From an optimization exercise on the open Yosys and OpenROAD flow, aimed at a short achievable clock period and few clock cycles per item; shortcuts taken in it are not production practice.
Where RTL was checked, it was by simulation tests only, not by an equivalence proof against the original.
Only the layout flow was run in runs 1 to 3; the RTL was not checked for function there.
Power figures rest on the tool's default switching activity, not on a simulated workload.

==> design/flow/design.v <==
package avcsps_pkg;
    localparam logic [2:0] STS_OK          = 3'd0;
    localparam logic [2:0] STS_NO_SPS      = 3'd1;
    localparam logic [2:0] STS_NOT_SPS_NAL = 3'd2;
    localparam logic [2:0] STS_TRUNC       = 3'd3;
    localparam logic [2:0] STS_SCALING     = 3'd4;
    localparam logic [2:0] STS_GOLOMB      = 3'd5;
    localparam logic [2:0] STS_BAD_SIZE    = 3'd6;
    localparam logic [7:0] SPS_NAL_HDR = 8'h67;
    localparam logic [4:0] P_ID     = 5'd0;    
    localparam logic [4:0] P_CHROMA = 5'd1;    
    localparam logic [4:0] P_DL     = 5'd2;    
    localparam logic [4:0] P_DL1    = 5'd3;    
    localparam logic [4:0] P_DC     = 5'd4;    
    localparam logic [4:0] P_BML    = 5'd5;    
    localparam logic [4:0] P_LOG2   = 5'd6;    
    localparam logic [4:0] P_POC    = 5'd7;    
    localparam logic [4:0] P_MAXPOC = 5'd8;    
    localparam logic [4:0] P_ONR1   = 5'd9;    
    localparam logic [4:0] P_OTB    = 5'd10;   
    localparam logic [4:0] P_NCYC   = 5'd11;   
    localparam logic [4:0] P_NCYC2  = 5'd12;   
    localparam logic [4:0] P_COFF   = 5'd13;   
    localparam logic [4:0] P_NREF   = 5'd14;   
    localparam logic [4:0] P_W1     = 5'd15;   
    localparam logic [4:0] P_H      = 5'd16;   
    localparam logic [4:0] P_FDC    = 5'd17;   
    localparam logic [4:0] P_CL     = 5'd18;
    localparam logic [4:0] P_CR     = 5'd19;
    localparam logic [4:0] P_CT     = 5'd20;
    localparam logic [4:0] P_CB     = 5'd21;
    localparam logic [4:0] P_FIN    = 5'd22;
    localparam logic [1:0] SL_NONE   = 2'd0;
    localparam logic [1:0] SL_PREFIX = 2'd1;
    localparam logic [1:0] SL_SUFFIX = 2'd2;
    localparam logic [3:0] D_NONE = 4'd0;
    localparam logic [3:0] D_LOOP = 4'd1;
    localparam logic [3:0] D_REF  = 4'd2;
    localparam logic [3:0] D_W    = 4'd3;
    localparam logic [3:0] D_H    = 4'd4;
    localparam logic [3:0] D_CL   = 4'd5;
    localparam logic [3:0] D_CR   = 4'd6;
    localparam logic [3:0] D_CT   = 4'd7;
    localparam logic [3:0] D_CB   = 4'd8;
endpackage
import avcsps_pkg::*;
module avc_sps_header_parser
(
    input  logic          clk,
    input  logic          rst_n,
    input  logic          in_valid,
    output logic          in_ready,
    input  logic [7:0]    in_data_byte,
    input  logic          in_last_byte,
    output logic          out_valid,
    input  logic          out_ready,
    output logic [2:0]    out_status,
    output logic [7:0]    out_profile,
    output logic [7:0]    out_compat,
    output logic [7:0]    out_level,
    output logic [2:0]    out_nal_length_size,
    output logic [7:0]    out_ref_frames,
    output logic [15:0]   out_pixel_width,
    output logic [15:0]   out_pixel_height
);
    logic [8:0]  iq0, iq1;
    logic        iq_wp, iq_rp;
    logic [1:0]  iq_cnt, iq_cnt_next;
    logic        in_ready_r;
    logic        push, pop;
    logic [8:0]  head;
    logic        head_v, hd_last;
    logic [7:0]  hd;
    assign in_ready = in_ready_r;
    assign push     = in_valid && (iq_cnt != 2'd2);
    assign head     = iq_rp ? iq1 : iq0;
    assign head_v   = (iq_cnt != 2'd0);
    assign hd       = head[7:0];
    assign hd_last  = head[8];
    assign iq_cnt_next = iq_cnt + {1'b0, push} - {1'b0, pop};
    always_ff @(posedge clk)
    begin
        if (push && !iq_wp)
            iq0 <= {in_last_byte, in_data_byte};
        if (push && iq_wp)
            iq1 <= {in_last_byte, in_data_byte};
    end
    always_ff @(posedge clk or negedge rst_n)
    begin
        if (!rst_n)
        begin
            iq_wp  <= 1'b0;
            iq_rp  <= 1'b0;
            iq_cnt <= 2'd0;
        end
        else
        begin
            iq_wp  <= iq_wp ^ push;
            iq_rp  <= iq_rp ^ pop;
            iq_cnt <= iq_cnt_next;
        end
    end
    always_ff @(posedge clk)
        in_ready_r <= (iq_cnt_next != 2'd2);
    logic [3:0]  hidx;                  
    logic [7:0]  prof_r, compat_r, level_r;
    logic [2:0]  nal_r;
    logic        pdone;                 
    logic        res_ready;             
    logic        rec_end;               
    logic        pclr;                  
    logic [7:0]  prof_n, compat_n, level_n;
    logic [2:0]  nal_n;
    logic [7:0]  sn_prof, sn_compat, sn_level;
    logic [2:0]  sn_nal;
    logic [7:0]  e_prof, e_compat, e_level;
    logic [2:0]  e_nal;
    logic [2:0]  st_r;
    logic [7:0]  mem [0:15];
    logic [3:0]  rp;
    logic [7:0]  buf_q [0:2];
    logic [7:0]  buf_e [0:4];
    logic [4:0]  cnt;                   
    logic [2:0]  off;                   
    logic        full16, buf_space, wr;
    logic [4:0]  pos_n;
    logic [1:0]  carry;
    logic [4:0]  pst;
    logic [1:0]  sl_mode;
    logic [1:0]  zch;                   
    logic [4:0]  rem;                   
    logic [31:0] acc;                   
    logic [31:0] loop_r;
    logic [1:0]  chroma_r;
    logic        sep_r, fonly_r;
    logic        chk_r, ok_r;
    logic        vb_v, vb_fast;
    logic [3:0]  vb_dest;
    logic [15:0] vb_win;
    logic [2:0]  vb_lz;
    logic [31:0] vb_acc;
    logic [31:0] codeval;
    logic [7:0]  ref_r;
    logic [31:0] wc_r, hc_r;            
    logic [31:0] cl_r, cr_r, ct_r, cb_r;
    logic        fin1, fin2, fin3, fin4;
    logic [37:0] sw_r, sh_r;            
    logic [37:0] fw_r, fh_r;            
    logic [38:0] dw_r, dh_r;
    logic [7:0]  ref_o;
    logic [15:0] wid_o, hei_o;
    logic        out_valid_r, ob_v;
    logic [2:0]  ob_status;
    logic [7:0]  ob_prof, ob_compat, ob_level, ob_ref;
    logic [2:0]  ob_nal;
    logic [15:0] ob_w, ob_h;
    logic [2:0]  oa_status;
    logic [7:0]  oa_prof, oa_compat, oa_level, oa_ref;
    logic [2:0]  oa_nal;
    logic [15:0] oa_w, oa_h;
    logic        is_hdr, wr_sps, emit, emit_now, emit_end, first;
    logic        hi_r, loop2_r;
    function automatic logic high_profile;
        input logic [7:0] p;
        high_profile = (p == 8'd100) || (p == 8'd110) || (p == 8'd122) || (p == 8'd244) ||
               (p == 8'd44) || (p == 8'd83) || (p == 8'd86) || (p == 8'd118);
    endfunction
    function automatic logic [2:0] lzc8;
        input logic [7:0] v;
        if (v[7])      lzc8 = 3'd0;
        else if (v[6]) lzc8 = 3'd1;
        else if (v[5]) lzc8 = 3'd2;
        else if (v[4]) lzc8 = 3'd3;
        else if (v[3]) lzc8 = 3'd4;
        else if (v[2]) lzc8 = 3'd5;
        else if (v[1]) lzc8 = 3'd6;
        else           lzc8 = 3'd7;
    endfunction
    assign full16     = (cnt >= 5'd3) || ((cnt == 5'd2) && (off == 3'd0));
    assign buf_space  = !cnt[4];
    assign is_hdr   = (hidx != 4'd12);
    assign wr_sps   = !is_hdr && !pdone;
    assign pop      = head_v && !(rec_end && (hd_last || (hidx >= 4'd5))) &&
                      (!wr_sps || buf_space);
    assign emit_now = pop && hd_last && res_ready && !ob_v && !rec_end;
    assign emit_end = rec_end && res_ready && !ob_v;
    assign emit     = emit_now || emit_end;
    assign wr       = pop && wr_sps;
    assign first    = pop && (hidx == 4'd0);
    always_comb
    begin
        prof_n   = first ? 8'd0 : prof_r;
        compat_n = first ? 8'd0 : compat_r;
        level_n  = first ? 8'd0 : level_r;
        nal_n    = first ? 3'd0 : nal_r;
        if (pop && is_hdr)
        begin
            if (hidx == 4'd1) prof_n   = hd;
            if (hidx == 4'd2) compat_n = hd;
            if (hidx == 4'd3) level_n  = hd;
            if (hidx == 4'd4) nal_n    = {1'b0, hd[1:0]} + 3'd1;
        end
    end
    assign e_prof   = rec_end ? sn_prof   : prof_r;
    assign e_compat = rec_end ? sn_compat : compat_r;
    assign e_level  = rec_end ? sn_level  : level_r;
    assign e_nal    = rec_end ? sn_nal    : nal_r;
    logic [4:0] cnt_w, cnt_w1, cnt_w2;
    assign cnt_w  = cnt + {4'd0, wr};
    assign cnt_w1 = cnt_w - 5'd1;
    assign cnt_w2 = cnt_w - 5'd2;
    always_comb
    begin
        for (int j = 0; j < 3; j++)
            buf_e[j] = (wr && (cnt == 5'(j))) ? hd : buf_q[j];
        buf_e[3] = (wr && (cnt == 5'd3)) ? hd : mem[rp + 4'd3];
        buf_e[4] = (wr && (cnt == 5'd4)) ? hd : mem[rp + 4'd4];
    end
    always_ff @(posedge clk)
    begin
        if (wr)
            mem[rp + cnt[3:0]] <= hd;
        for (int i = 0; i < 3; i++)
        begin
            unique case (carry)
                2'd0:    buf_q[i] <= buf_e[i];
                2'd1:    buf_q[i] <= buf_e[i + 1];
                default: buf_q[i] <= buf_e[i + 2];
            endcase
        end
    end
    logic [23:0]  w24;
    logic [15:0]  win;
    logic         uoff, uoe;
    logic [15:0]  uwin;
    logic         zero8;
    logic [2:0]   lz;
    logic         is_ue;
    logic [23:0]  w24s;
    assign w24  = {buf_q[0], buf_q[1], buf_q[2]};
    assign w24s = w24 << off;
    assign win  = w24s[23:8];
    assign uoff   = (pst == P_DL1) || (pst == P_ONR1) || (pst == P_W1);
    assign uoe    = uoff && (sl_mode == SL_NONE);
    assign uwin   = uoe ? w24s[22:7] : win;
    assign zero8  = (uwin[15:8] == 8'd0);
    assign lz     = lzc8(uwin[15:8]);
    assign is_ue  = !((pst == P_BML) || (pst == P_FDC) || (pst == P_NCYC2) || (pst == P_FIN));
    logic        el_done;       
    logic        el_fast;       
    logic        sl_start, sl_more;
    logic [1:0]  sl_mode_n;
    logic [1:0]  zch_n;
    logic [4:0]  rem_n;
    logic [31:0] acc_n;
    logic        fail_scl, fail_gol, finish;
    logic [4:0]  pst_el;        
    logic        is3, poc0, poc1, ncyc0;
    logic [1:0]  chroma_fast;
    logic        mat;
    logic [11:0] lists;
    logic [3:0]  nl;
    logic [3:0]  lpos;
    logic        lfound;
    logic [2:0]  pz;
    logic [3:0]  k;
    logic        fdc_crop;
    always_comb
    begin
        el_done   = 1'b0;
        el_fast   = 1'b0;
        sl_start  = 1'b0;
        sl_more   = 1'b0;
        sl_mode_n = sl_mode;
        zch_n     = zch;
        rem_n     = rem;
        acc_n     = acc;
        fail_scl  = 1'b0;
        fail_gol  = 1'b0;
        finish    = 1'b0;
        pst_el    = pst;
        pz        = lzc8(win[15:8]);
        k         = (rem > 5'd8) ? 4'd8 : rem[3:0];
        is3   = (sl_mode == SL_NONE) && (uwin[15:11] == 5'b00100);
        poc0  = (sl_mode == SL_NONE) && uwin[15];
        poc1  = (sl_mode == SL_NONE) && (uwin[15:13] == 3'b010);
        ncyc0 = (sl_mode == SL_NONE) && uwin[15];
        if (sl_mode != SL_NONE)
            chroma_fast = 2'd1;
        else if (uwin[15])
            chroma_fast = 2'd0;
        else if (uwin[15:13] == 3'b010)
            chroma_fast = 2'd1;
        else if (uwin[15:13] == 3'b011)
            chroma_fast = 2'd2;
        else if (uwin[15:11] == 5'b00100)
            chroma_fast = 2'd3;
        else
            chroma_fast = 2'd1;
        mat    = win[14];
        lists  = win[13:2];
        nl     = (chroma_r == 2'd3) ? 4'd12 : 4'd8;
        lfound = 1'b0;
        lpos   = 4'd0;
        for (int i = 11; i >= 0; i--)
            if (lists[11 - i] && (4'(i) < nl))
            begin
                lfound = 1'b1;
                lpos   = 4'(i);
            end
        fdc_crop = win[15] ? win[13] : win[12];
        if (sl_mode == SL_PREFIX)
        begin
            if (win[15:8] == 8'd0)
            begin
                if (zch == 2'd3)
                    fail_gol = 1'b1;
                else
                    zch_n = zch + 2'd1;
            end
            else
            begin
                sl_mode_n = SL_SUFFIX;
                rem_n     = {zch, pz};
                acc_n     = 32'd1;
            end
        end
        else if (sl_mode == SL_SUFFIX)
        begin
            rem_n = rem - {1'b0, k};
            acc_n = (acc << k) | ({24'd0, win[15:8]} >> (4'd8 - k));
            if (rem_n == 5'd0)
            begin
                el_done   = 1'b1;
                sl_mode_n = SL_NONE;
            end
        end
        else if (is_ue)
        begin
            if (zero8)
            begin
                sl_start  = 1'b1;
                sl_mode_n = SL_PREFIX;
                zch_n     = 2'd1;
            end
            else
            begin
                el_done = 1'b1;
                el_fast = 1'b1;
            end
        end
        else if (pst == P_BML)
        begin
            if (!mat)
            begin
                el_done = 1'b1;
            end
            else if (lfound)
            begin
                fail_scl = 1'b1;
            end
            else
            begin
                el_done = 1'b1;
            end
        end
        else if (pst == P_FDC)
        begin
            el_done = 1'b1;
        end
        else if (pst == P_NCYC2)
        begin
            el_done = 1'b1;
        end
        unique case (pst)
            P_ID:     pst_el = hi_r ? P_CHROMA : P_LOG2;
            P_CHROMA: pst_el = is3 ? P_DL1 : P_DL;
            P_DL:     pst_el = P_DC;
            P_DL1:    pst_el = P_DC;
            P_DC:     pst_el = P_BML;
            P_BML:    pst_el = P_LOG2;
            P_LOG2:   pst_el = P_POC;
            P_POC:    pst_el = poc0 ? P_MAXPOC : (poc1 ? P_ONR1 : P_NREF);
            P_MAXPOC: pst_el = P_NREF;
            P_ONR1:   pst_el = P_OTB;
            P_OTB:    pst_el = P_NCYC;
            P_NCYC:   pst_el = ncyc0 ? P_NREF : P_NCYC2;
            P_NCYC2:  pst_el = P_COFF;
            P_COFF:   pst_el = loop2_r ? P_NREF : P_COFF;
            P_NREF:   pst_el = P_W1;
            P_W1:     pst_el = P_H;
            P_H:      pst_el = P_FDC;
            P_FDC:    pst_el = fdc_crop ? P_CL : P_FIN;
            P_CL:     pst_el = P_CR;
            P_CR:     pst_el = P_CT;
            P_CT:     pst_el = P_CB;
            P_CB:     pst_el = P_FIN;
            default:  pst_el = P_FIN;
        endcase
        finish = el_done && (pst_el == P_FIN);
    end
    logic [7:0]  oh;            
    logic [11:0] loh;           
    logic [4:0]  base, pos_ue, pos_pre, pos_bml;
    logic        c_ue, c_pre, c_suf, c_bml, c_fdc, c_nc2;
    always_comb
    begin
        for (int i = 0; i < 8; i++)
            oh[i] = uwin[15 - i] && ((uwin[15:8] >> (8 - i)) == 8'd0);
        for (int i = 0; i < 12; i++)
            loh[i] = win[13 - i] && (4'(i) < nl) && ((win[13:2] >> (12 - i)) == 12'd0);
        base    = {2'b00, off} + {4'd0, uoe};
        pos_ue  = zero8 ? base + 5'd8 : 5'd0;
        pos_pre = zero8 ? {2'b00, off} + 5'd8 : 5'd0;
        for (int i = 0; i < 8; i++)
        begin
            pos_ue  = pos_ue  | (oh[i] ? base + 5'(2 * i + 1) : 5'd0);
            pos_pre = pos_pre | (oh[i] ? {2'b00, off} + 5'(i + 1) : 5'd0);
        end
        if (!mat)
            pos_bml = {2'b00, off} + 5'd2;
        else if (!lfound)
            pos_bml = {2'b00, off} + 5'd2 + {1'b0, nl};
        else
        begin
            pos_bml = 5'd0;
            for (int i = 0; i < 12; i++)
                pos_bml = pos_bml | (loh[i] ? {2'b00, off} + 5'(3 + i) : 5'd0);
        end
        c_ue  = (sl_mode == SL_NONE) && is_ue;
        c_pre = (sl_mode == SL_PREFIX);
        c_suf = (sl_mode == SL_SUFFIX);
        c_bml = (sl_mode == SL_NONE) && (pst == P_BML);
        c_fdc = (sl_mode == SL_NONE) && (pst == P_FDC);
        c_nc2 = (sl_mode == SL_NONE) && (pst == P_NCYC2);
        pos_n = (c_ue  ? pos_ue  : 5'd0) |
                (c_pre ? pos_pre : 5'd0) |
                (c_suf ? {2'b00, off} + {1'b0, k} : 5'd0) |
                (c_bml ? pos_bml : 5'd0) |
                (c_fdc ? {2'b00, off} + (win[15] ? 5'd3 : 5'd4) : 5'd0) |
                (c_nc2 ? {2'b00, off} : 5'd0);
    end
    logic active, go, trunc;
    logic [3:0] dest_el;
    assign active = !pdone && (pst != P_FIN);
    assign go     = active && (full16 || (rec_end && chk_r && ok_r));
    assign trunc  = active && rec_end && !full16 && chk_r && !ok_r;
    assign carry  = go ? pos_n[4:3] : 2'd0;
    always_comb
    begin
        unique case (pst)
            P_NCYC:  dest_el = D_LOOP;
            P_NREF:  dest_el = D_REF;
            P_W1:    dest_el = D_W;
            P_H:     dest_el = D_H;
            P_CL:    dest_el = D_CL;
            P_CR:    dest_el = D_CR;
            P_CT:    dest_el = D_CT;
            P_CB:    dest_el = D_CB;
            default: dest_el = D_NONE;
        endcase
    end
    assign codeval = vb_fast ? {16'd0, vb_win >> (4'd15 - {vb_lz, 1'b0})} : vb_acc;
    always_ff @(posedge clk or negedge rst_n)
    begin
        if (!rst_n)
        begin
            hidx    <= 4'd0;
            rec_end <= 1'b0;
            pclr    <= 1'b1;
        end
        else
        begin
            pclr <= 1'b0;
            if (pop)
            begin
                if (hd_last)
                    hidx <= 4'd0;
                else if (is_hdr)
                    hidx <= hidx + 4'd1;
            end
            if (pop && hd_last && !emit_now)
                rec_end <= 1'b1;
            else if (emit_end)
                rec_end <= 1'b0;
        end
    end
    always_ff @(posedge clk or negedge rst_n)
    begin
        if (!rst_n)
        begin
            pdone     <= 1'b0;
            res_ready <= 1'b0;
            cnt       <= 5'd0;
            rp        <= 4'd0;
            off       <= 3'd0;
            pst       <= P_ID;
            sl_mode   <= SL_NONE;
            chk_r     <= 1'b0;
            vb_v      <= 1'b0;
            fin1      <= 1'b0;
            fin2      <= 1'b0;
            fin3      <= 1'b0;
            fin4      <= 1'b0;
        end
        else if (emit)
        begin
            pdone     <= 1'b0;
            res_ready <= 1'b0;
            cnt       <= 5'd0;
            rp        <= 4'd0;
            off       <= 3'd0;
            pst       <= P_ID;
            sl_mode   <= SL_NONE;
            chk_r     <= 1'b0;
            vb_v      <= 1'b0;
            fin1      <= 1'b0;
            fin2      <= 1'b0;
            fin3      <= 1'b0;
            fin4      <= 1'b0;
        end
        else
        begin
            unique case (carry)
                2'd0:    cnt <= cnt_w;
                2'd1:    cnt <= cnt_w1;
                default: cnt <= cnt_w2;
            endcase
            rp <= rp + {2'd0, carry};
            if (pop)
            begin
                if (is_hdr)
                begin
                    if ((hidx == 4'd5) && (hd[4:0] == 5'd0))
                    begin
                        pdone     <= 1'b1;
                        res_ready <= 1'b1;
                    end
                    if ((hidx == 4'd8) && (hd != SPS_NAL_HDR))
                    begin
                        pdone     <= 1'b1;
                        res_ready <= 1'b1;
                    end
                end
            end
            if (rec_end && active && !full16)
                chk_r <= !chk_r;
            else
                chk_r <= 1'b0;
            vb_v <= 1'b0;
            if (trunc)
            begin
                pdone     <= 1'b1;
                res_ready <= 1'b1;
            end
            else if (go)
            begin
                off     <= pos_n[2:0];
                sl_mode <= sl_mode_n;
                if (fail_gol || fail_scl)
                begin
                    pdone     <= 1'b1;
                    res_ready <= 1'b1;
                end
                else if (el_done)
                begin
                    pst  <= pst_el;
                    vb_v <= 1'b1;
                    if (finish)
                    begin
                        pdone <= 1'b1;
                        fin1  <= 1'b1;
                    end
                end
            end
            fin2 <= fin1;
            fin3 <= fin2;
            fin4 <= fin3;
            if (fin4)
                res_ready <= 1'b1;
        end
    end
    always_ff @(posedge clk)
    begin
        prof_r   <= prof_n;
        compat_r <= compat_n;
        level_r  <= level_n;
        nal_r    <= nal_n;
        if (pop && hd_last && !emit_now)
        begin
            sn_prof   <= prof_n;
            sn_compat <= compat_n;
            sn_level  <= level_n;
            sn_nal    <= nal_n;
        end
        if (emit || pclr)
        begin
            chroma_r <= 2'd1;
            sep_r    <= 1'b0;
            fonly_r  <= 1'b0;
            cl_r     <= 32'd1;
            cr_r     <= 32'd1;
            ct_r     <= 32'd1;
            cb_r     <= 32'd1;
            ref_o    <= 8'd0;
            wid_o    <= 16'd0;
            hei_o    <= 16'd0;
        end
        if (pop && is_hdr)
        begin
            unique case (hidx)
                4'd5:
                    if (hd[4:0] == 5'd0)
                        st_r <= STS_NO_SPS;
                4'd8:
                    if (hd != SPS_NAL_HDR && !pdone)
                        st_r <= STS_NOT_SPS_NAL;
                4'd9: hi_r     <= high_profile(hd);
                default: ;
            endcase
        end
        if (rec_end && active && !full16)
            ok_r <= (pos_n <= {cnt[1:0], 3'b000});
        if (emit)
            ;
        else if (trunc)
            st_r <= STS_TRUNC;
        else if (go)
        begin
            zch <= zch_n;
            rem <= rem_n;
            acc <= acc_n;
            if ((sl_mode == SL_NONE) && (pst == P_DL1))
                sep_r <= win[15];
            if (fail_gol)
                st_r <= STS_GOLOMB;
            else if (fail_scl)
                st_r <= STS_SCALING;
            else if (el_done)
            begin
                vb_fast <= el_fast;
                vb_dest <= dest_el;
                vb_win  <= uwin;
                vb_lz   <= lz;
                vb_acc  <= acc_n;
                if (pst == P_CHROMA)
                    chroma_r <= chroma_fast;
                if (pst == P_FDC)
                    fonly_r <= win[15];
                if (pst == P_COFF)
                begin
                    loop_r  <= loop_r - 32'd1;
                    loop2_r <= (loop_r == 32'd3);
                end
            end
        end
        if (vb_v && !emit)
        begin
            unique case (vb_dest)
                D_LOOP:
                begin
                    loop_r  <= codeval;
                    loop2_r <= (codeval == 32'd2);
                end
                D_REF:  ref_r  <= (codeval > 32'd256) ? 8'd255 : 8'(codeval - 32'd1);
                D_W:    wc_r   <= codeval;
                D_H:    hc_r   <= codeval;
                D_CL:   cl_r   <= codeval;
                D_CR:   cr_r   <= codeval;
                D_CT:   ct_r   <= codeval;
                D_CB:   cb_r   <= codeval;
                default: ;
            endcase
        end
        if (fin2)
        begin
            sw_r <= ({5'd0, cl_r + {1'b0, cr_r}}) << ux2;
            sh_r <= ({5'd0, ct_r + {1'b0, cb_r}}) << sy;
            fw_r <= {2'b00, wc_r, (ux2 ? 4'b0100 : 4'b0010)};
            fh_r <= fonly_r ? {2'b00, hc_r, 4'b0010 << sy} : {1'b0, hc_r, 1'b0, 4'b0010 << sy};
        end
        if (fin3)
        begin
            dw_r <= {1'b0, fw_r} - {1'b0, sw_r};
            dh_r <= {1'b0, fh_r} - {1'b0, sh_r};
        end
        if (fin4 && !emit)
        begin
            if (bad_size)
                st_r <= STS_BAD_SIZE;
            else
            begin
                st_r  <= STS_OK;
                ref_o <= ref_r;
                wid_o <= dw_r[15:0];
                hei_o <= dh_r[15:0];
            end
        end
    end
    logic [1:0] ct;
    logic       ux2;
    logic [1:0] sy;
    logic       bad_size;
    always_comb
    begin
        ct  = sep_r ? 2'd0 : chroma_r;
        ux2 = (ct == 2'd1) || (ct == 2'd2);
        if (ct == 2'd1)
            sy = fonly_r ? 2'd1 : 2'd2;
        else
            sy = fonly_r ? 2'd0 : 2'd1;
        bad_size = dw_r[38] || (dw_r[37:0] == 38'd0) || (dw_r[37:16] != 22'd0) ||
                   dh_r[38] || (dh_r[37:0] == 38'd0) || (dh_r[37:16] != 22'd0);
    end
    always_ff @(posedge clk or negedge rst_n)
    begin
        if (!rst_n)
        begin
            out_valid_r <= 1'b0;
            ob_v        <= 1'b0;
        end
        else
        begin
            if (out_valid_r)
            begin
                if (out_ready)
                    out_valid_r <= 1'b0;
            end
            else
                out_valid_r <= ob_v || emit;
            if (ob_v)
                ob_v <= out_valid_r;
            else
                ob_v <= emit && out_valid_r;
        end
    end
    always_ff @(posedge clk)
    begin
        if (!out_valid_r)
        begin
            if (ob_v)
            begin
                oa_status <= ob_status;
                oa_prof   <= ob_prof;
                oa_compat <= ob_compat;
                oa_level  <= ob_level;
                oa_nal    <= ob_nal;
                oa_ref    <= ob_ref;
                oa_w      <= ob_w;
                oa_h      <= ob_h;
            end
            else
            begin
                oa_status <= st_r;
                oa_prof   <= e_prof;
                oa_compat <= e_compat;
                oa_level  <= e_level;
                oa_nal    <= e_nal;
                oa_ref    <= ref_o;
                oa_w      <= wid_o;
                oa_h      <= hei_o;
            end
        end
        if (!ob_v && out_valid_r)
        begin
            ob_status <= st_r;
            ob_prof   <= e_prof;
            ob_compat <= e_compat;
            ob_level  <= e_level;
            ob_nal    <= e_nal;
            ob_ref    <= ref_o;
            ob_w      <= wid_o;
            ob_h      <= hei_o;
        end
    end
    assign out_valid           = out_valid_r;
    assign out_status          = oa_status;
    assign out_profile         = oa_prof;
    assign out_compat          = oa_compat;
    assign out_level           = oa_level;
    assign out_nal_length_size = oa_nal;
    assign out_ref_frames      = oa_ref;
    assign out_pixel_width     = oa_w;
    assign out_pixel_height    = oa_h;
endmodule
==> design/flow/flow/run.sh <==
#!/bin/bash
set -euo pipefail
bash standard.sh SETUP_SLACK_MARGIN=15.4 finish > flow_make.log 2>&1
==> design/flow/standard.sh <==
#!/bin/bash
# synth_recipe.tcl (not shown) runs the flow's synth.tcl, then flattens the netlist and writes it again
# the make line also repeats each setting of config.mk as NAME=value (left out here)
make -C /OpenROAD-flow-scripts/flow DESIGN_CONFIG=/design/flow/config.mk WORK_HOME=/design/flow/orfs CLKGATE_MAP_FILE= SYNTH_SCRIPT=/design/flow/synth_recipe.tcl "${@:-finish}"
==> design/flow/config.mk <==
export PLATFORM = sky130hd
export DESIGN_NAME = avc_sps_header_parser
export DESIGN_NICKNAME = avc_sps_header_parser
export VERILOG_FILES = /design/flow/design.v
export SDC_FILE = /design/flow/constraint.sdc
export NUM_CORES = 4
export LEC_CHECK = 0
export CAP_MARGIN = 80
export CORE_MARGIN = 2
export CORE_UTILIZATION = 35
export SLEW_MARGIN = 80
==> design/flow/constraint.sdc <==
create_clock -name core_clock -period 20.0 [get_ports {clk}]
set_input_delay 4.0000 -clock core_clock [delete_from_list [all_inputs] [get_ports {clk}]]
set_output_delay 4.0000 -clock core_clock [all_outputs]
set_load 0.01 [all_outputs]
==> results of run 1 <==
-- cell usage in the layout (no fill, tap or decap), types with 110 or more instances in the layout --
master / instances
mux2i_1: 158
ha_1: 168
mux2_2: 161
inv_1: 188
buf_2: 124
mux4_2: 116
nand3_1: 220
dfxtp_1: 239
o21ai_0: 321
nand2_1: 317
a21oi_1: 212
nor2_1: 279
edfxtp_1: 707
clkbuf_16: 110
-- report_power, final --
group,switching [mW],leakage [nW],total (mW),internal [mW]
logic,2.50,13.3,4.22,1.72
clock network,0.846,1.71,1.97,1.12
registers,0.272,8.99,3.10,2.83
total,3.62,24.0,9.29,5.67
-- metal layers --
metal / GRT usage, % / wire length, µm
met3: 2.44 / 6980
met4: 6.62 / 4730
met1: 23.1 / 59000
met2: 29.9 / 66400
met5: 0 / 0
-- repair_timing --
action / CTS / global route
resized for setup: 309 / 86
pin swaps: 6 / 29
buffers inserted: 15 / 54
setup endpoints to repair: 150 / 193
gates cloned: 2 / 3
-- flip-flops by register name, indices dropped and copies added (netlist names), 34 cells and up --
signal	flops
dw_r	39
mem	128
sw_r	34
sh_r	36
fw_r	34
dh_r	39
fh_r	36
-- final cells by class --
class                      instances  area share (%)
clock buffer                     152            4.62
sequential                       998            42.5
clock inverter                    50           0.864
timing repair buffer             456            6.88
antenna                            1         0.00389
multi-input combinational       3169            40.0
inverter                         217            1.36
tap                             1930            3.76
-- synthesized netlist by cell type, drive strengths merged (51+ instances only) --
master / instances
nor3: 80
xnor2: 121
nor2b: 54
o21ai: 399
nand3: 233
inv: 213
mux2i: 178
nand2: 348
edfxtp: 707
xor2: 57
mux4: 120
mux2: 166
clkbuf: 194
buf: 51
dfxtp: 252
a21o: 64
ha: 188
a21oi: 244
nor2: 320
-- worst max-delay path by stage --
stage,startpoint,endpoint,slack [ns]
6_report,oa_status[0],out_status[0],14.67
5_1_grt,oa_status[0],out_status[0],14.63
4_1_cts,oa_status[0],out_status[0],14.61
3_5_place_dp,in_valid,in_ready_r,14.38
3_3_place_gp,in_valid,in_ready_r,14.41
2_1_floorplan,in_valid,in_ready_r,15.02
-- kinds of logic (layout without fill, tap and decap cells) --
group | count (synthesis) | after routing | share of synthesized area (%)
and+or+nand+nor | 1276 | 1276 | 11.6
DFF | 998 | 998 | 52.4
muxes | 464 | 464 | 12.3
adders and majority gates | 197 | 197 | 4.87
xor gates and xnor gates | 178 | 178 | 2.99
AOI/OAI and AO/OA | 1052 | 1052 | 12.5
other | 2 | 3 | 0.0144
buffers and inverters | 462 | 875 | 3.44
-- per-stage QoR --
step	worst slack, ns	cell area [µm²]
3_3_place_gp	14.41	55100
5_1_grt	14.63	64300
3_5_place_dp	14.38	59300
6_report	14.67	64300
2_1_floorplan	15.02	52300
4_1_cts	14.61	62600
==> impl_metrics.env, run 1 <==
export IMPL_fill_cells=13400
export IMPL_firstDrtPassIters=5
export IMPL_clockBufferDepth=3
export IMPL_ys_seq_area_share_pct=52.4
export IMPL_drc=0
export IMPL_fmax_mhz=188
export IMPL_first_global_vias=36800
export IMPL_avgViaCountPerCell=5.39
export IMPL_hold_buffers=0
export IMPL_cts_max_level=3
export IMPL_synth_distinct_cells=103
export IMPL_slowest_stage="edfxtp_1"
export IMPL_vdd_ir_drop_worst_mv=0.0935
export IMPL_seqCellArea_um2=27300
export IMPL_arrival_ns=1.33
export IMPL_grt_setup_unrepaired="yes"
export IMPL_final_util_pct=43.5
export IMPL_yosysTopAreaCellShare_pct=40.8
export IMPL_track_usage_pct=17.7
export IMPL_synth_edf_count=707
export IMPL_nNetsFinal=5158
export IMPL_worst_setup_path_start_kind="flip-flop"
export IMPL_grt_overflow_total=0
export IMPL_r2r_start="pst[1]"
export IMPL_worstSetupPathType="reg -> out"
export IMPL_clockRootBuffer="clkbuf_16"
export IMPL_start_util_pct=35.3
export IMPL_status="no timing/DRC/antenna violations"
export IMPL_die_x_um=390
export IMPL_period_minus_slack_ns=5.33
export IMPL_yosysWarnings=3
export IMPL_area_delta_synth_final_pct=23.5
export IMPL_coreArea_um2=148000
export IMPL_hold_depth=0
export IMPL_reg2reg_depth=22
export IMPL_synth_cell_area_um2=52100
export IMPL_grt_max_degree=51
export IMPL_finalCritPeriodShare_pct=26.6
export IMPL_worstHoldEndpoint="fw_r[8]"
export IMPL_endpoint_kind="primary output"
export IMPL_power_leakage_nw=24.0
export IMPL_syn_inst=4629
export IMPL_syn_nets=4839
export IMPL_dp_hpwl_mm=99.3
export IMPL_min_from="wc_r[4]"
export IMPL_die_h_um=390
export IMPL_via_count=37600
export IMPL_ys_flop_type="edfxtp_1"
export IMPL_drive_gt1_share_pct=25.5
export IMPL_crit_chain="buf_2"
export IMPL_cts_tree="done"
export IMPL_ys_top_cells_by_area="edfxtp_1, dfxtp_1, mux4_2, ha_1, o21ai_0"
export IMPL_drv_cap=0
export IMPL_dp_cells=6671
export IMPL_die_area_um2=152000
export IMPL_critical_path_depth=1
export IMPL_clk_latency_ns=0.76
export IMPL_report_final_slew_viol_count=0
export IMPL_cpPeakStageDelay_ns=0.41
export IMPL_final_antenna_net_count=0
export IMPL_synthArstFlopShare_pct=3.91
export IMPL_multi_input_area_um2=25700
export IMPL_hold_viol=0
export IMPL_clkTransAtPathRegs_ns=0.06
export IMPL_hold_ws_ns=0.395
export IMPL_crit_buf_inv=1
export IMPL_routed_wl_mm=137
export IMPL_fin_cells=6973
export IMPL_powerDensity_nw_per_um2=145
export IMPL_placementRows=141
export IMPL_synth_top_area_cell="edfxtp_1"
export IMPL_wire_per_inst_um=19.7
export IMPL_numCtsBuffers=106
export IMPL_worst_clock_skew_ns=0.0692
export IMPL_hp_class="reg -> reg"
export IMPL_grt_pass1_wl_mm=214
export IMPL_io_buffers=84
export IMPL_clock_sinks=998
export IMPL_cp_required_ns=16.00
export IMPL_drt_iter0_drc=2961
export IMPL_rrSetupSlack_ns=15.34
export IMPL_syn_avg_cell_area_um2=11.2
export IMPL_setup_tns_ns=0
export IMPL_path_max_fanout=1
export IMPL_antenna_found_initial=2
export IMPL_total_power_mw=9.29
export IMPL_setup_viol=0
export IMPL_num_io_pins=85
export IMPL_synth_seq_cells=998
export IMPL_r2r_end="ok_r"
export IMPL_crit_family="flip-flops"
export IMPL_gp_congestion=0.909
==> run 2: changes to the inputs <==
--- a/design/flow/design.v
+++ b/design/flow/design.v
@@ -159,4 +159,12 @@
     logic [2:0]  oa_nal;
     logic [15:0] oa_w, oa_h;
+    logic [2:0]  oq_status;
+    logic [7:0]  oq_prof, oq_compat, oq_level, oq_ref;
+    logic [2:0]  oq_nal;
+    logic [15:0] oq_w, oq_h;
+    logic [2:0]  on_status;
+    logic [7:0]  on_prof, on_compat, on_level, on_ref;
+    logic [2:0]  on_nal;
+    logic [15:0] on_w, on_h;
     logic        is_hdr, wr_sps, emit, emit_now, emit_end, first;
     logic        hi_r, loop2_r;
@@ -735,31 +743,61 @@
         end
     end
-    always_ff @(posedge clk)
+    always_comb
     begin
+        on_status = ~oa_status;
+        on_prof   = ~oa_prof;
+        on_compat = ~oa_compat;
+        on_level  = ~oa_level;
+        on_nal    = ~oa_nal;
+        on_ref    = ~oa_ref;
+        on_w      = ~oa_w;
+        on_h      = ~oa_h;
         if (!out_valid_r)
         begin
             if (ob_v)
             begin
-                oa_status <= ob_status;
-                oa_prof   <= ob_prof;
-                oa_compat <= ob_compat;
-                oa_level  <= ob_level;
-                oa_nal    <= ob_nal;
-                oa_ref    <= ob_ref;
-                oa_w      <= ob_w;
-                oa_h      <= ob_h;
+                on_status = ob_status;
+                on_prof   = ob_prof;
+                on_compat = ob_compat;
+                on_level  = ob_level;
+                on_nal    = ob_nal;
+                on_ref    = ob_ref;
+                on_w      = ob_w;
+                on_h      = ob_h;
             end
             else
             begin
-                oa_status <= st_r;
-                oa_prof   <= e_prof;
-                oa_compat <= e_compat;
-                oa_level  <= e_level;
-                oa_nal    <= e_nal;
-                oa_ref    <= ref_o;
-                oa_w      <= wid_o;
-                oa_h      <= hei_o;
+                on_status = st_r;
+                on_prof   = e_prof;
+                on_compat = e_compat;
+                on_level  = e_level;
+                on_nal    = e_nal;
+                on_ref    = ref_o;
+                on_w      = wid_o;
+                on_h      = hei_o;
             end
         end
+    end
+    always_ff @(posedge clk)
+    begin
+        if (!out_valid_r)
+        begin
+            oa_status <= ~on_status;
+            oa_prof   <= ~on_prof;
+            oa_compat <= ~on_compat;
+            oa_level  <= ~on_level;
+            oa_nal    <= ~on_nal;
+            oa_ref    <= ~on_ref;
+            oa_w      <= ~on_w;
+            oa_h      <= ~on_h;
+        end
+        oq_status <= on_status;
+        oq_prof   <= on_prof;
+        oq_compat <= on_compat;
+        oq_level  <= on_level;
+        oq_nal    <= on_nal;
+        oq_ref    <= on_ref;
+        oq_w      <= on_w;
+        oq_h      <= on_h;
         if (!ob_v && out_valid_r)
         begin
@@ -775,11 +813,11 @@
     end
     assign out_valid           = out_valid_r;
-    assign out_status          = oa_status;
-    assign out_profile         = oa_prof;
-    assign out_compat          = oa_compat;
-    assign out_level           = oa_level;
-    assign out_nal_length_size = oa_nal;
-    assign out_ref_frames      = oa_ref;
-    assign out_pixel_width     = oa_w;
-    assign out_pixel_height    = oa_h;
+    assign out_status          = oq_status;
+    assign out_profile         = oq_prof;
+    assign out_compat          = oq_compat;
+    assign out_level           = oq_level;
+    assign out_nal_length_size = oq_nal;
+    assign out_ref_frames      = oq_ref;
+    assign out_pixel_width     = oq_w;
+    assign out_pixel_height    = oq_h;
 endmodule
==> run 2 against run 1 <==
  * Flip-flop and latch count grew 70
  * Worst hold slack got worse by 0.045 ns
  * Sequential power is 8.7% higher
  * Sequential share of layout area is 0.28 points lower
  * Final area grew 6.0%
  * Non-clock buffer count rose by 35
  * Wire length grew 6.2%
  * Largest power group unchanged
  * Highest routed layer is now met5
==> impl_metrics.env, run 2 <==
export IMPL_largest_register_ffs=128
export IMPL_wire_per_inst_um=19.6
export IMPL_r2r_end="rp[1]"
export IMPL_routed_wl_mm=146
export IMPL_synth_top_area_cell="edfxtp_1"
export IMPL_hold_depth=0
export IMPL_syn_avg_cell_area_um2=11.0
export IMPL_worstSetupPathType="reg -> out"
export IMPL_die_x_um=397
export IMPL_synthArstFlopShare_pct=3.65
export IMPL_coreArea_um2=154000
export IMPL_io_buffers=84
export IMPL_nNetsFinal=5480
export IMPL_startpoint="out_valid_r"
export IMPL_finalCritPeriodShare_pct=28.3
export IMPL_dp_cells=7070
export IMPL_clockRootBuffer="clkbuf_16"
export IMPL_drc=0
export IMPL_synth_edf_count=707
export IMPL_yosys_top_cells_count="edfxtp_1, nand2_1, o21ai_0"
export IMPL_p_comb_share_pct=48.7
export IMPL_path_max_fanout=2
export IMPL_period_minus_slack_ns=5.65
export IMPL_dp_hpwl_mm=105
export IMPL_reg2reg_depth=22
export IMPL_first_global_vias=39300
export IMPL_clock_sinks=1068
export IMPL_fill_cells=14000
export IMPL_via_count=39600
export IMPL_layout_commonest_cell="edfxtp_1"
export IMPL_placementRows=144
export IMPL_grt_overflow_total=0
export IMPL_ys_flop_type="edfxtp_1"
export IMPL_ys_top_cells_by_area="edfxtp_1, dfxtp_1, ha_1, mux4_2, mux2i_1"
export IMPL_r2r_start="off[0]"
export IMPL_die_h_um=397
export IMPL_yosysTopAreaCellShare_pct=39.2
export IMPL_min_from="wc_r[29]"
export IMPL_grt_max_degree=41
export IMPL_num_io_pins=85
export IMPL_final_util_pct=44.3
export IMPL_drive_gt1_share_pct=26.2
export IMPL_cts_max_level=3
export IMPL_total_power_mw=10.8
export IMPL_numCtsBuffers=113
export IMPL_status="no timing/DRC/antenna violations"
export IMPL_hp_class="reg -> reg"
export IMPL_hold_viol=0
export IMPL_clockBufferDepth=3
export IMPL_cp_required_ns=16.00
export IMPL_endpoint_kind="primary output"
export IMPL_setup_tns_ns=0
export IMPL_fmax_mhz=177
export IMPL_firstDrtPassIters=5
export IMPL_syn_inst=4910
export IMPL_yosysWarnings=3
export IMPL_vdd_ir_drop_worst_mv=0.140
export IMPL_clkTransAtPathRegs_ns=0.06
export IMPL_p_int_mw=6.54
export IMPL_gp_congestion=0.881
export IMPL_arrival_ns=1.65
export IMPL_avgViaCountPerCell=5.34
export IMPL_p_sw_mw=4.25
export IMPL_track_usage_pct=17.9
export IMPL_power_frac_seq_pct=31.2
export IMPL_antenna_found_initial=4
export IMPL_worst_setup_path_start_kind="flip-flop"
export IMPL_area_delta_synth_final_pct=25.9
export IMPL_final_antenna_net_count=0
export IMPL_worstHoldEndpoint="fw_r[33]"
export IMPL_cts_tree="done"
export IMPL_die_area_um2=158000
export IMPL_start_util_pct=35.2
export IMPL_synth_cell_area_um2=54100
export IMPL_clk_latency_ns=0.78
export IMPL_rrSetupSlack_ns=15.23
export IMPL_synth_distinct_cells=111
export IMPL_drt_iter0_drc=3169
export IMPL_swShare_pct=39.4
export IMPL_report_final_slew_viol_count=0
export IMPL_fin_cells=7415
export IMPL_grt_setup_unrepaired="yes"
export IMPL_setup_viol=0
export IMPL_clock_power_share_pct=20.1
export IMPL_yosysMostFrequentCell="edfxtp_1"
export IMPL_layout_common_cells="edfxtp_1, nand2_1, o21ai_0, dfxtp_1, inv_1"
export IMPL_syn_nets=5120
export IMPL_drv_cap=0
export IMPL_ys_seq_area_share_pct=53.0
export IMPL_synth_seq_cells=1068
export IMPL_power_leakage_nw=25.3
export IMPL_worst_clock_skew_ns=0.116
export IMPL_powerDensity_nw_per_um2=158
export IMPL_grt_pass1_wl_mm=225
## run 2: cell count changes in the layout (fill, tap and decap cells not counted), moves of 39 or more
cell	before	now
inv_1	188	259
dfxtp_2	10	51
buf_6	41	98
mux2_2	161	114
nand2_1	317	425
buf_2	124	85
mux2i_1	158	197
nor2_1	279	229
## run 2: cell families after synthesis
family	Yosys count	synth area share [%]
XOR/XNOR	187	3.03
AND/OR/NAND/NOR	1361	11.9
multiplexers	443	10.9
adder cells (fa/ha/maj)	197	4.68
buffers and inverters	531	3.82
flip-flops	1068	53.0
other	2	0.0139
AO/OA/AOI/OAI	1121	12.7
## run 2: timing repair
action / in CTS / in global routing
resized for setup: 413 / 135
hold buffers: 0 / 0
gates cloned: 3 / 2
endpoints found under the setup margin: 116 / 118
pin swaps: 9 / 27
hold endpoints to repair: 0 / 0
setup buffers: 62 / 40
## run 2: final cells by class
class | count | area, µm² | share of cell area [%]
Sequential cell | 1068 | 28800 | 42.2
Multi-Input combinational cell | 3311 | 26500 | 38.9
Timing Repair Buffer | 491 | 5280 | 7.75
Clock buffer | 144 | 3020 | 4.43
Tap cell | 2044 | 2560 | 3.76
Inverter | 284 | 1140 | 1.67
Clock inverter | 69 | 855 | 1.25
Timing Repair inverter | 1 | 11.3 | 0.0165
Antenna cell | 3 | 7.51 | 0.0110
## run 2: critical path, stage by stage, from the launching register on
cell and delay [ns]:
dfrtp_4 0.52, buf_12 0.14, buf_12 0.12, buf_6 0.11
## run 2: layer usage
| layer | track usage [%] | routed length (µm) |
|---|---|---|
| met5 | 0 | 35 |
| met4 | 6.10 | 4430 |
| met3 | 2.49 | 7710 |
| met2 | 30.6 | 70900 |
| met1 | 23.2 | 62500 |
## run 2: per-stage QoR
| step | hold slack [ns] | cell area [µm²] | worst slack (ns) |
|---|---|---|---|
| after floorplan | 0.400 | 54200 | 15.04 |
| after global placement | 0.401 | 57200 | 13.29 |
| after detailed placement | 0.405 | 61900 | 14.13 |
| after CTS | 0.341 | 66300 | 14.29 |
| after global routing | 0.346 | 68100 | 14.30 |
| final | 0.350 | 68100 | 14.35 |
## run 2: power by group through the flow
stage	Sequential [mW]	Combinational (mW)	Clock [mW]
after global routing	3.42	5.59	2.30
after CTS	3.35	4.75	2.22
after detailed placement	3.40	4.49	0
after global placement	3.41	3.69	0
final	3.37	5.25	2.17
after floorplan	3.29	2.54	0
## run 2: worst max-delay path by stage
stage,endpoint,cells past startpoint
floorplan,in_ready_r,7
global placement,rp[3],21
detailed placement,rp[2],21
CTS,out_valid,3
global route,out_valid,3
finish,out_valid,3
==> run 3: changes to the inputs <==
==> design/flow/flow/run.sh (replaced) <==
#!/bin/bash
set -euo pipefail
bash standard.sh SETUP_SLACK_MARGIN=15.8 finish > flow_make.log 2>&1
==> run 3 against run 2 <==
  * Still clean on timing, DRC and antenna
  * Register-to-register slack improved by 0.46 ns
  * Sequential share of layout area decreased by 0.33 points
  * First-iteration DRC count decreased by 8.8%
  * Non-clock buffer count up 31
  * Clock-buffer cell count up 1
  * Clock skew decreased by 0.023 ns
  * Combinational power increased by 1%
  * Highest routed layer unchanged
==> impl_metrics.env, run 3 <==
export IMPL_num_io_pins=85
export IMPL_ys_seq_area_share_pct=53.0
export IMPL_nNetsFinal=5510
export IMPL_antenna_found_initial=1
export IMPL_hold_viol=0
export IMPL_placementRows=144
export IMPL_grt_overflow_total=0
export IMPL_report_final_slew_viol_count=0
export IMPL_die_x_um=397
export IMPL_routed_wl_mm=146
export IMPL_ys_top_cells_by_area="edfxtp_1, dfxtp_1, ha_1, mux4_2, mux2i_1"
export IMPL_coreArea_um2=154000
export IMPL_yosysTopAreaCellShare_pct=39.2
export IMPL_worstSetupPathType="reg -> out"
export IMPL_synth_cell_area_um2=54100
export IMPL_drv_cap=0
export IMPL_worst_slack_ns=14.65
export IMPL_firstDrtPassIters=5
export IMPL_cpPeakStageDelay_ns=0.47
export IMPL_synthArstFlopShare_pct=3.65
export IMPL_io_buffers=84
export IMPL_largest_register_ffs=128
export IMPL_place_area_um2=61800
export IMPL_rrSetupSlack_ns=15.69
export IMPL_status="no timing/DRC/antenna violations"
export IMPL_powerDensity_nw_per_um2=159
export IMPL_r2r_end="rp[2]"
export IMPL_first_global_vias=38900
export IMPL_syn_inst=4910
export IMPL_drc=0
export IMPL_fin_cells=7443
export IMPL_avgViaCountPerCell=5.30
export IMPL_drive_gt1_share_pct=27.6
export IMPL_total_power_mw=10.9
export IMPL_crit_buf_inv=1
export IMPL_power_leakage_nw=25.5
export IMPL_setup_viol=0
export IMPL_grt_setup_unrepaired="yes"
export IMPL_clockRootBuffer="clkbuf_16"
export IMPL_clock_sinks=1068
export IMPL_synth_seq_cells=1068
export IMPL_syn_avg_cell_area_um2=11.0
export IMPL_dp_hpwl_mm=105
export IMPL_yosysWarnings=3
export IMPL_die_area_um2=158000
export IMPL_clkTransAtPathRegs_ns=0.06
export IMPL_grt_pass1_wl_mm=225
export IMPL_vdd_ir_drop_worst_mv=0.102
export IMPL_setup_tns_ns=0
export IMPL_crit_family="flip-flops"
export IMPL_synth_top_area_cell="edfxtp_1"
export IMPL_synth_distinct_cells=111
export IMPL_dp_cells=7068
export IMPL_path_max_fanout=2
export IMPL_cp_required_ns=16.00
export IMPL_finalCritPeriodShare_pct=26.8
export IMPL_cts_tree="done"
export IMPL_yosys_top_cells_count="edfxtp_1, nand2_1, o21ai_0"
export IMPL_area_delta_synth_final_pct=27.0
export IMPL_final_antenna_net_count=0
export IMPL_cts_max_level=3
export IMPL_slowest_stage="dfrtp_4"
export IMPL_endpoint_kind="primary output"
export IMPL_hold_buffers=0
export IMPL_crit_chain="buf_6"
export IMPL_min_from="wc_r[24]"
export IMPL_drt_iter0_drc=2890
export IMPL_arrival_ns=1.35
export IMPL_hp_class="reg -> reg"
export IMPL_grt_max_degree=41
export IMPL_start_util_pct=35.2
export IMPL_critical_path_depth=1
export IMPL_post_place_ws_ns=14.37
export IMPL_layout_commonest_cell="edfxtp_1"
export IMPL_fmax_mhz=187
export IMPL_yosysMostFrequentCell="edfxtp_1"
export IMPL_numCtsBuffers=112
export IMPL_period_minus_slack_ns=5.35
export IMPL_r2r_start="off[0]"
export IMPL_via_count=39500
export IMPL_clk_latency_ns=0.76
export IMPL_track_usage_pct=18.0
export IMPL_reg2reg_depth=20
export IMPL_hold_depth=0
export IMPL_layout_common_cells="edfxtp_1, nand2_1, o21ai_0, inv_1, dfxtp_1"
export IMPL_worstHoldEndpoint="fw_r[28]"
export IMPL_clockBufferDepth=3
export IMPL_gp_congestion=0.879
export IMPL_diodes=0
export IMPL_worst_clock_skew_ns=0.0921
export IMPL_worst_setup_path_start_kind="flip-flop"
export IMPL_ys_flop_type="edfxtp_1"
export IMPL_wire_per_inst_um=19.7
export IMPL_fill_cells=14000
export IMPL_synth_edf_count=707
export IMPL_syn_nets=5120
export IMPL_design_area_um2=68700
export IMPL_die_h_um=397
run 3: cell counts after synthesis:
Identical to the previous run, type by type.
run 3: worst max-delay path by stage:
stage | startpoint | to | slack (ns)
detailed placement | off[0] | rp[2] | 14.37
CTS | out_valid_r | out_valid | 14.59
floorplan | in_valid | in_ready_r | 15.04
global placement | pst[2] | rp[3] | 13.62
finish | out_valid_r | out_valid | 14.65
global route | out_valid_r | out_valid | 14.60
run 3: report_power, final:
part           leakage, nW  switching (mW)  internal, mW  total (mW)
clock                 1.94           0.917          1.31        2.23
combinational         13.8            3.02          2.30        5.32
sequential            9.74           0.308          3.07        3.38
run 3: logic make-up after synthesis:
| kind of cell | count (synthesis) | share of synthesized area (%) |
|---|---|---|
| AND/OR/NAND/NOR | 1361 | 11.9 |
| AO/OA/AOI/OAI | 1121 | 12.7 |
| flip-flops | 1068 | 53.0 |
| buffers and inverters | 531 | 3.82 |
| multiplexers | 443 | 10.9 |
| adder cells (fa/ha/maj) | 197 | 4.68 |
| XOR/XNOR | 187 | 3.03 |
| other | 2 | 0.0139 |
run 3: what timing repair did:
action / CTS / global route
gates cloned: 7 / 4
gates resized for setup: 503 / 74
setup buffers: 72 / 54
pin swaps: 45 / 45
endpoints found under the setup margin: 209 / 167
run 3: cell type report:
| cell class | count | area [µm²] | area share (%) |
|---|---|---|---|
| sequential | 1068 | 28800 | 41.9 |
| multi-input combinational | 3311 | 26600 | 38.7 |
| timing repair buffer | 522 | 5640 | 8.21 |
| clock buffer | 145 | 3100 | 4.51 |
| tap | 2044 | 2560 | 3.72 |
| inverter | 284 | 1130 | 1.64 |
| clock inverter | 68 | 912 | 1.33 |
| timing repair inverter | 1 | 8.76 | 0.0127 |
run 3: per-stage QoR:
step,utilization (%),hold WS [ns]
2_1_floorplan,-,0.400
3_3_place_gp,37.3,0.401
3_5_place_dp,40.2,0.405
4_1_cts,43.6,0.386
5_1_grt,44.7,0.401
6_report,44.7,0.394
run 3: routing by layer:
metal	vias up	global-route usage (%)	share of wire (%)	wire length [µm]
li1	18900	-	-	-
met1	19200	23.5	43	63000
met2	1049	30.7	49	71000
met3	279	2.58	5.3	7690
met4	2	5.65	3.1	4480
met5	-	0	0.0075	11
==> run 4: changes to the inputs <==
--- a/design/flow/design.v
+++ b/design/flow/design.v
@@ -743,4 +743,8 @@
         end
     end
+    logic out_valid_q, out_valid_n;
+    assign out_valid_n = out_valid_r ? !out_ready : (ob_v || emit);
+    always_ff @(posedge clk)
+        out_valid_q <= out_valid_n;
     always_comb
     begin
@@ -812,5 +816,5 @@
         end
     end
-    assign out_valid           = out_valid_r;
+    assign out_valid           = out_valid_q;
     assign out_status          = oq_status;
     assign out_profile         = oq_prof;
==> run 4 against run 3 <==
  * Synthesized cell count increased by 1.3%
  * Global-route usage hardly changed
  * Wire length grew 1.6%
  * First-iteration DRC count rose by 4.6%
  * Worst hold slack improved by 0.023 ns
  * Fmax grew 3.0%
  * Still clean on timing, DRC and antenna
==> impl_metrics.env, run 4 <==
export IMPL_power_leakage_nw=26.4
export IMPL_worstSetupPathType="reg -> out"
export IMPL_numCtsBuffers=115
export IMPL_p_int_mw=6.44
export IMPL_hold_viol=0
export IMPL_layout_commonest_cell="edfxtp_1"
export IMPL_track_usage_pct=18.0
export IMPL_cpPeakStageDelay_ns=0.31
export IMPL_r2r_end="buf_q[0][6]"
export IMPL_multi_input_area_um2=27100
export IMPL_diodes=0
export IMPL_synth_seq_cells=1069
export IMPL_firstDrtPassIters=6
export IMPL_p_sw_mw=4.04
export IMPL_hp_class="reg -> reg"
export IMPL_syn_nets=5183
export IMPL_hold_ws_ns=0.417
export IMPL_synthArstFlopShare_pct=3.65
export IMPL_fmax_mhz=192
export IMPL_crit_chain="buf_2"
export IMPL_fill_cells=14100
export IMPL_rrSetupSlack_ns=15.42
export IMPL_fin_cells=7560
export IMPL_syn_inst=4973
export IMPL_synth_edf_count=707
export IMPL_synth_top_area_cell="edfxtp_1"
export IMPL_yosys_top_cells_count="edfxtp_1, nand2_1, o21ai_0"
export IMPL_via_count=40400
export IMPL_final_antenna_net_count=0
export IMPL_path_max_fanout=1
export IMPL_power_frac_seq_pct=31.7
export IMPL_clkTransAtPathRegs_ns=0.06
export IMPL_report_final_slew_viol_count=0
export IMPL_placementRows=145
export IMPL_setup_tns_ns=0
export IMPL_dp_cells=7182
export IMPL_p_comb_share_pct=47.8
export IMPL_largest_register_ffs=128
export IMPL_wire_per_inst_um=19.6
export IMPL_die_h_um=400
export IMPL_grt_max_degree=47
export IMPL_layout_common_cells="edfxtp_1, nand2_1, o21ai_0, inv_1, dfxtp_1"
export IMPL_coreArea_um2=156000
export IMPL_clock_power_share_pct=20.5
export IMPL_grt_overflow_total=0
export IMPL_drv_cap=0
export IMPL_die_x_um=400
export IMPL_drt_iter0_drc=3022
export IMPL_start_util_pct=35.1
export IMPL_dp_hpwl_mm=105
export IMPL_slowest_stage="dfxtp_1"
export IMPL_clockBufferDepth=3
export IMPL_ys_seq_area_share_pct=52.4
export IMPL_clockRootBuffer="clkbuf_16"
export IMPL_cts_tree="done"
export IMPL_ys_top_cells_by_area="edfxtp_1, dfxtp_1, mux4_2, ha_1, o21ai_0"
export IMPL_crit_family="flip-flops"
export IMPL_yosysTopAreaCellShare_pct=38.8
export IMPL_period_minus_slack_ns=5.20
export IMPL_ys_flop_type="edfxtp_1"
export IMPL_gp_congestion=0.912
export IMPL_drive_gt1_share_pct=27.8
export IMPL_cts_max_level=3
export IMPL_seqCellArea_um2=28800
export IMPL_status="no timing/DRC/antenna violations"
export IMPL_vdd_ir_drop_worst_mv=0.125
export IMPL_arrival_ns=1.20
export IMPL_min_from="wc_r[23]"
export IMPL_antenna_found_initial=2
export IMPL_first_global_vias=39400
export IMPL_yosysWarnings=3
export IMPL_syn_avg_cell_area_um2=11.0
export IMPL_nNetsFinal=5611
export IMPL_total_power_mw=10.5
export IMPL_area_delta_synth_final_pct=26.6
export IMPL_crit_buf_inv=1
export IMPL_avgViaCountPerCell=5.34
export IMPL_io_buffers=84
export IMPL_setup_viol=0
export IMPL_worst_clock_skew_ns=0.0873
export IMPL_routed_wl_mm=149
export IMPL_cp_required_ns=16.00
export IMPL_critical_path_depth=1
export IMPL_die_area_um2=160000
export IMPL_startpoint="in_ready_r"
export IMPL_grt_pass1_wl_mm=227
export IMPL_r2r_start="sl_mode[0]"
export IMPL_grt_setup_unrepaired="yes"
export IMPL_reg2reg_depth=27
export IMPL_swShare_pct=38.5
export IMPL_synth_cell_area_um2=54800
export IMPL_powerDensity_nw_per_um2=151
export IMPL_finalCritPeriodShare_pct=26.0
export IMPL_worst_setup_path_start_kind="flip-flop"
export IMPL_crit_end="in_ready"
export IMPL_drc=0
export IMPL_clk_latency_ns=0.76
export IMPL_yosysMostFrequentCell="edfxtp_1"
export IMPL_clock_sinks=1069
export IMPL_endpoint_kind="primary output"
export IMPL_synth_distinct_cells=111
export IMPL_num_io_pins=85
## run 4: routing by layer
metal,wire length (µm),track usage (%),share of wire (%),up-vias
met3,7960,2.71,5.4,322
met5,16,0,0.011,-
li1,-,-,-,19200
met4,5360,6.02,3.6,2
met2,71900,30.5,48,1231
met1,63300,23.5,43,19600
## run 4: cell type report
| cell class | instances | share of cell area, % |
|---|---|---|
| Sequential cell | 1069 | 41.6 |
| Multi-Input combinational cell | 3355 | 39.0 |
| Timing Repair Buffer | 562 | 8.23 |
| Clock buffer | 147 | 4.52 |
| Tap cell | 2058 | 3.71 |
| Inverter | 297 | 1.82 |
| Clock inverter | 71 | 1.06 |
| Timing Repair inverter | 1 | 0.0126 |
## run 4: how the worst min path moves through the flow
stage	depth (start not counted)	end
2_1_floorplan	0	fw_r[10]
3_3_place_gp	0	fw_r[33]
3_5_place_dp	0	fw_r[27]
4_1_cts	0	fw_r[26]
5_1_grt	0	fw_r[27]
6_report	0	fw_r[27]
## run 4: cell families after synthesis
family                   after synthesis  share of synthesized area (%)
AO/OA/AOI/OAI                       1209                           13.8
other                                  2                         0.0137
flip-flops                          1069                           52.4
XOR/XNOR                             179                           2.86
multiplexers                         418                           10.7
AND/OR/NAND/NOR                     1349                           11.6
buffers and inverters                550                           3.99
adder cells (fa/ha/maj)              197                           4.63
## run 4: power groups by stage
stage / registers (mW) / clock network [mW] / logic, mW
5_1_grt: 3.37 / 2.28 / 5.33
4_1_cts: 3.31 / 2.20 / 4.60
2_1_floorplan: 3.26 / 0 / 2.48
3_5_place_dp: 3.34 / 0 / 4.26
3_3_place_gp: 3.37 / 0 / 3.52
6_report: 3.32 / 2.15 / 5.01
## run 4: per-stage QoR
step / area (µm²) / util (%) / worst slack (ns)
after CTS: 67400 / 43.2 / 14.73
final: 69300 / 44.5 / 14.80
after detailed placement: 62300 / 40.0 / 14.18
after global routing: 69300 / 44.5 / 14.75
after global placement: 58100 / 37.3 / 13.53
after floorplan: 55200 / - / 15.04
## run 4: timing repair
item	in CTS	in global routing
gates cloned	6	4
setup buffers	68	65
hold buffers	0	0
pin swaps	40	29
endpoints found under the setup margin	197	151
resized for setup	508	117
Testbench counts of run 4, summed over its fixed seeds: cycles 13,848, items 384.
==> run 5: changes to the inputs <==
--- a/design/flow/design.v
+++ b/design/flow/design.v
@@ -73,5 +73,5 @@
     logic [7:0]  hd;
     assign in_ready = in_ready_r;
-    assign push     = in_valid && (iq_cnt != 2'd2);
+    assign push     = in_valid && in_ready_r;
     assign head     = iq_rp ? iq1 : iq0;
     assign head_v   = (iq_cnt != 2'd0);
@@ -743,8 +743,14 @@
         end
     end
-    logic out_valid_q, out_valid_n;
-    assign out_valid_n = out_valid_r ? !out_ready : (ob_v || emit);
-    always_ff @(posedge clk)
-        out_valid_q <= out_valid_n;
+    logic out_valid_q;
+    always_ff @(posedge clk or negedge rst_n)
+    begin
+        if (!rst_n)
+            out_valid_q <= 1'b0;
+        else if (out_valid_q)
+            out_valid_q <= !out_ready;
+        else
+            out_valid_q <= ob_v || emit;
+    end
     always_comb
     begin
==> run 5 against run 4 <==
  * Register-to-register slack improved by 0.18 ns
  * Non-clock buffer count increased by 14
  * Final area increased by 1.0%
  * Clock skew about the same
  * Cell count increased by 0.17%
  * Core utilization increased by 0.41 points
  * Sequential power increased by 12%
  * First-iteration DRC count increased by 13%
  * Synthesized cell count increased by 0.18%
  * Critical endpoint is now out_valid
==> impl_metrics.env, run 5 <==
export IMPL_synthArstFlopShare_pct=3.74
export IMPL_ys_seq_area_share_pct=52.3
export IMPL_slowest_stage="dfrtp_1"
export IMPL_first_global_vias=40000
export IMPL_endpoint_kind="primary output"
export IMPL_synth_top_area_cell="edfxtp_1"
export IMPL_status="no timing/DRC/antenna violations"
export IMPL_firstDrtPassIters=6
export IMPL_antenna_found_initial=1
export IMPL_nNetsFinal=5629
export IMPL_power_leakage_nw=26.3
export IMPL_use_met2_pct=31.2
export IMPL_p_comb_share_pct=52.2
export IMPL_vdd_ir_drop_worst_mv=0.0944
export IMPL_place_area_um2=62800
export IMPL_die_area_um2=160000
export IMPL_syn_nets=5192
export IMPL_post_place_ws_ns=14.40
export IMPL_numCtsBuffers=109
export IMPL_powerDensity_nw_per_um2=174
export IMPL_synth_distinct_cells=111
export IMPL_seqCellArea_um2=28900
export IMPL_arrival_ns=1.28
export IMPL_syn_avg_cell_area_um2=11.0
export IMPL_clkTransAtPathRegs_ns=0.06
export IMPL_worstSetupPathType="reg -> out"
export IMPL_setup_viol=0
export IMPL_synth_edf_count=707
export IMPL_yosysTopAreaCellShare_pct=38.7
export IMPL_clock_sinks=1069
export IMPL_worst_setup_path_start_kind="flip-flop"
export IMPL_avgViaCountPerCell=5.39
export IMPL_clk_latency_ns=0.77
export IMPL_layout_commonest_cell="edfxtp_1"
export IMPL_io_buffers=84
export IMPL_crit_chain="buf_2"
export IMPL_crit_family="flip-flops"
export IMPL_placementRows=145
export IMPL_syn_inst=4982
export IMPL_clockRootBuffer="clkbuf_16"
export IMPL_final_antenna_net_count=0
export IMPL_synth_seq_cells=1069
export IMPL_wire_per_inst_um=20.0
export IMPL_hold_viol=0
export IMPL_met3_usage_pct=2.36
export IMPL_die_x_um=400
export IMPL_die_h_um=400
export IMPL_track_usage_pct=18.4
export IMPL_hold_ws_ns=0.418
export IMPL_dp_hpwl_mm=108
export IMPL_drc=0
export IMPL_fill_cells=14200
export IMPL_gp_congestion=0.889
export IMPL_via_count=40800
export IMPL_clockBufferDepth=3
export IMPL_start_util_pct=35.2
export IMPL_ys_top_cells_by_area="edfxtp_1, dfxtp_1, mux4_2, ha_1, o21ai_0"
export IMPL_p_sw_mw=4.84
export IMPL_rrSetupSlack_ns=15.60
export IMPL_grt_pass1_wl_mm=232
export IMPL_drive_gt1_share_pct=28.8
export IMPL_grt_overflow_total=0
export IMPL_ys_flop_type="edfxtp_1"
export IMPL_hold_buffers=0
export IMPL_cp_required_ns=16.00
export IMPL_diodes=0
export IMPL_drv_cap=0
export IMPL_cts_tree="done"
export IMPL_area_delta_synth_final_pct=27.6
export IMPL_multi_input_area_um2=27400
export IMPL_yosysWarnings=3
export IMPL_coreArea_um2=156000
export IMPL_report_final_slew_viol_count=0
export IMPL_cpPeakStageDelay_ns=0.40
export IMPL_setup_tns_ns=0
export IMPL_clock_power_share_pct=17.3
export IMPL_worst_slack_ns=14.72
export IMPL_grt_busiest_layer="met2"
export IMPL_drt_iter0_drc=3415
export IMPL_grtUsageMet1_pct=24.1
export IMPL_power_frac_seq_pct=30.5
export IMPL_yosys_top_cells_count="edfxtp_1, nand2_1, o21ai_0"
export IMPL_cts_max_level=3
export IMPL_yosysMostFrequentCell="edfxtp_1"
export IMPL_grt_setup_unrepaired="yes"
export IMPL_num_io_pins=85
export IMPL_swShare_pct=39.7
export IMPL_synth_cell_area_um2=54900
export IMPL_largest_register_ffs=128
export IMPL_grt_max_degree=49
export IMPL_period_minus_slack_ns=5.28
export IMPL_worst_clock_skew_ns=0.0877
export IMPL_layout_common_cells="edfxtp_1, nand2_1, o21ai_0, nor2_1, inv_1"
export IMPL_path_max_fanout=2
export IMPL_p_int_mw=7.33
export IMPL_finalCritPeriodShare_pct=26.4
export IMPL_hp_class="reg -> reg"
export IMPL_design_area_um2=70100
export IMPL_routed_wl_mm=151
export IMPL_fmax_mhz=189
export IMPL_crit_buf_inv=1
==> run 5: changes by cell type in the layout (fill, tap and decap cells not counted), moves of 17 or more <==
cell / before / now
buf_6: 132 / 153
buf_1: 52 / 29
nor2_1: 236 / 253
nand3_1: 202 / 219
nand2_1: 455 / 419
a21o_1: 85 / 57
buf_2: 70 / 53
==> run 5: final cells by class <==
| cell class | instances | area share (%) |
|---|---|---|
| clock buffer | 139 | 4.25 |
| clock inverter | 68 | 1.11 |
| inverter | 283 | 1.64 |
| multi-input combinational | 3380 | 39.1 |
| sequential | 1069 | 41.2 |
| tap | 2058 | 3.68 |
| timing repair buffer | 576 | 9.08 |
==> run 5: layer usage <==
metal	share of wire [%]	vias up
met2	48	1136
met5	0	-
met4	3.6	0
met1	43	20000
li1	-	19300
met3	4.9	274
==> run 5: power groups by stage <==
stage | clock (mW) | sequential, mW | combinational, mW
floorplan | 0 | 3.64 | 3.17
global placement | 0 | 3.76 | 4.53
detailed placement | 0 | 3.74 | 5.41
CTS | 2.15 | 3.70 | 5.75
global route | 2.24 | 3.77 | 6.79
finish | 2.11 | 3.71 | 6.35
==> run 5: kinds of logic after synthesis <==
group / after synthesis / share of synthesized area, %
and+or+nand+nor: 1439 / 12.7
adders and majority gates: 198 / 4.63
AOI/OAI and AO/OA: 1145 / 13.2
xor gates and xnor gates: 182 / 2.90
muxes: 414 / 10.6
other: 2 / 0.0137
buffers and inverters: 533 / 3.76
DFF: 1069 / 52.3
==> run 5: path summary, 6_finish.rpt <==
check,from,end,cells past startpoint
setup reg to reg,buf_q[0][4],rp[1],20
hold reg to reg,wc_r[4],fw_r[8],0
hold / removal,wc_r[4],fw_r[8],0
max in group asynchronous,rst_n,pclr,5
setup / recovery,out_valid_q,out_valid,1
min in group asynchronous,rst_n,iq_cnt[0],3
==> run 5: per-stage QoR <==
stage	instances	power [mW]	utilization (%)
finish	7573	12.2	44.9
global route	7573	12.8	44.9
CTS	7474	11.6	43.5
detailed placement	7168	9.15	40.2
global placement	6943	8.29	37.3
floorplan	4982	6.81	-
==> run 5: repair_timing <==
action | 4_1_cts | 5_1_grt
cloned | 6 | 6
setup buffers | 93 | 72
setup endpoints to repair | 171 | 135
pin swaps | 39 | 71
resized for setup | 491 | 180
Testbench counts of run 5, summed over its fixed seeds: cycles 13,848, items 384.

-- separate check: timing with driven ports --
The flow's constraints put no driver on any port. The routed layouts listed below were extracted and timed again, unchanged, in two steps. Step 1 assumes that a clkbuf_16 drives the clock port and a buf_2 every other input. Step 2 times the ports against the registers' clock, not the clock port: input delays grow and output delays shrink by t, the midpoint of the rising clock arrivals with the driver on. a / b / c = ideal / step 1 / step 2; a / b = the first two.
run	t (ns)	slack for setup (ns)	worst setup path at the end	clock arrival spread, ns
run 1	0.800	14.671 / 14.600 / 14.713	input to register	0.075 / 0.075
run 2	0.803	14.347 / 14.272 / 14.767	input to register	0.118 / 0.118
run 3	0.796	14.648 / 14.566 / 14.943	input to register	0.094 / 0.095
run 4	0.795	14.804 / 14.729 / 14.922	input to register	0.092 / 0.092
run 5	0.802	14.715 / 14.642 / 14.950	input to register	0.088 / 0.089
After both steps setup and hold are still met in every run listed.
